From an optimization exercise on the open Yosys and OpenROAD flow, aimed at small area, a short achievable clock period and few clock cycles per item; shortcuts taken in it are not production practice.
The RTL was checked by simulation tests, not by an equivalence proof against the original design.

Design exec_cluster, start of the top module:
module exec_cluster (
  input  logic        clk,
  input  logic        rst_n,
  input  logic        in_valid,
  input  logic [6:0]  in_funct7,
  input  logic [2:0]  in_funct3,
  input  logic [31:0] in_a,
  input  logic [31:0] in_b,
  output logic        in_credit,
  input  logic        out_credit,
  output logic        out_valid,
  output logic [3:0]  out_tag,
  output logic [31:0] out_value
);
Size in the first run: ~4,600 cells after synthesis, roughly 510 flip-flops, roughly 120 I/O pins, ~38,000 sq um of cells after synthesis.
clock: 8.0 ns
lec_check: 0
abc_area: 1
cap_margin: 20
core_margin: 2
core_utilization: 40
place_density: 0.6
setup_slack_margin: 3.0
slew_margin: 20
run.sh (not shown) runs the stock make flow with config.mk's settings and CLKGATE_MAP_FILE= SYNTH_SCRIPT=/design/flow/synth_recipe.tcl, a recipe that flattens the netlist after the stock synthesis.
Testbench counts at the start, summed over its fixed seeds: cycles 7,925, items 4,800.
Next try:
- ABC_AREA: 1 -> unset
- CORE_UTILIZATION: 40 -> 50
- PLACE_DENSITY: 0.6 -> 0.65
What happened: The new run went through all stages and came out clean. Global-route usage rose by 6.9 points. Non-clock buffer count came out higher by 21. Count of clock-buffer cells in the layout climbs by 4. Maximum frequency went down by a few percent. Routed wire length falls by a few percent. Sequential cell count does not change. Area after synthesis rose slightly. Via count falls by a few percent. Final area came out lower slightly.
Next try:
- CORE_UTILIZATION: 50 -> 40
- PLACE_DENSITY: 0.65 -> 0.6
Outcome: The new run went through all stages and came out clean; critical path depth stays the same; worst setup slack improved by 0.24 ns; area after synthesis stays the same; via count falls by 1.5%; routed wire length rises by 2.7%; utilization falls by 11 points; register-to-register slack improved by 0.24 ns.

========
exec_cluster again, from the RTL that the note above started with.
// exec_cluster
module exec_cluster (
  input  logic        clk,
  input  logic        rst_n,
  input  logic        in_valid,
  input  logic [6:0]  in_funct7,
  input  logic [2:0]  in_funct3,
  input  logic [31:0] in_a,
  input  logic [31:0] in_b,
  output logic        in_credit,
  input  logic        out_credit,
  output logic        out_valid,
  output logic [3:0]  out_tag,
  output logic [31:0] out_value
);
  logic        ir_v;
  logic        ir_md;
  logic [2:0]  ir_f3;
  logic [31:0] ir_a;
  logic [31:0] ir_b;
  logic        ir_sub, ir_left, ir_arith;
  logic        ir_add, ir_sh, ir_slt, ir_sltu, ir_xor, ir_or, ir_and;
  logic        d_md, d_alt;
  assign d_md  = (in_funct7 == 7'b0000001);
  assign d_alt = (in_funct7 == 7'b0100000);
  always_ff @(posedge clk) begin
    if (!rst_n) ir_v <= 1'b0;
    else        ir_v <= in_valid;
  end
  always_ff @(posedge clk) begin
    ir_md    <= d_md;
    ir_f3    <= in_funct3;
    ir_a     <= in_a;
    ir_b     <= in_b;
  ...
clock: 8.0 ns
lec_check: 0
cap_margin: 20
core_margin: 2
core_utilization: 40
place_density: 0.6
setup_slack_margin: 3.0
slew_margin: 20
standard.sh (not shown) runs the stock make flow with config.mk's settings and CLKGATE_MAP_FILE= SYNTH_SCRIPT=/design/flow/synth_recipe.tcl, a recipe that flattens the netlist after the stock synthesis.
==> flow/flow/run.sh <==
#!/bin/bash
set -euo pipefail
export BUFFER_PORTS_ARGS="-buffer_cell sky130_fd_sc_hd__buf_2"
bash standard.sh > standard_flow.log 2>&1
The first run completed with no timing, DRC or antenna violations.
Testbench counts at the start, summed over its fixed seeds: cycles 7,925, items 4,800.
Change:
==> flow/run.sh (new file) <==
#!/bin/bash
# synth_recipe.tcl (not shown) runs the flow's synth.tcl, then flattens the netlist and writes it again
# the make line also repeats each setting of config.mk as NAME=value (left out here)
make -C /OpenROAD-flow-scripts/flow DESIGN_CONFIG=/design/flow/config.mk WORK_HOME=/design/flow/orfs CLKGATE_MAP_FILE= SYNTH_SCRIPT=/design/flow/synth_recipe.tcl finish
Settings changed: CAP_MARGIN 20 to 5, SLEW_MARGIN 20 to 5.
removed: flow/flow/run.sh
removed: flow/standard.sh
=> The changed run finished clean; cell count is about the same; global-route usage shrinks by 0.88 points; worst setup slack improved by 0.011 ns; wire length shrinks by 2.3%; area after synthesis stays the same; via count drops by 1.0%; critical path depth came out lower by 10; die area does not change.

==> afterwards: timing with drivers on the ports <==
In the flow no input, the clock included, has a driving cell. The finished layouts below were timed again as built, in two steps.
Step 1 sets driving cells, clkbuf_16 on the clock port and buf_2 on the other inputs (assumed; they add their load-dependent delay and slew).
Step 2, shift: input delay + t, output delay - t, t = (earliest + latest rising clock arrival at the registers) / 2. This alone moves slack from input paths to output paths.
Three values: ideal ports, drivers, drivers and shift; two values: the first two.
| run | shift t [ns] | setup slack, ns | latest minus earliest clock arrival (ns) | cell pins on the clock port's net |
|---|---|---|---|---|
| the first run of note 1 | 0.731 | 2.948 / 2.877 / 3.084 | 0.081 / 0.080 | 1 |
| the second run of note 1 | 0.726 | 2.712 / 2.712 / 2.712 | 0.083 / 0.082 | 1 |
| the third run of note 1 | 0.723 | 2.951 / 2.951 / 2.951 | 0.058 / 0.058 | 1 |
| the first run of note 2 | 0.723 | 2.891 / 2.891 / 2.891 | 0.050 / 0.050 | 1 |
| the second run of note 2 | 0.726 | 2.903 / 2.834 / 2.978 | 0.055 / 0.055 | 1 |
After both steps setup and hold are still met in every run listed.
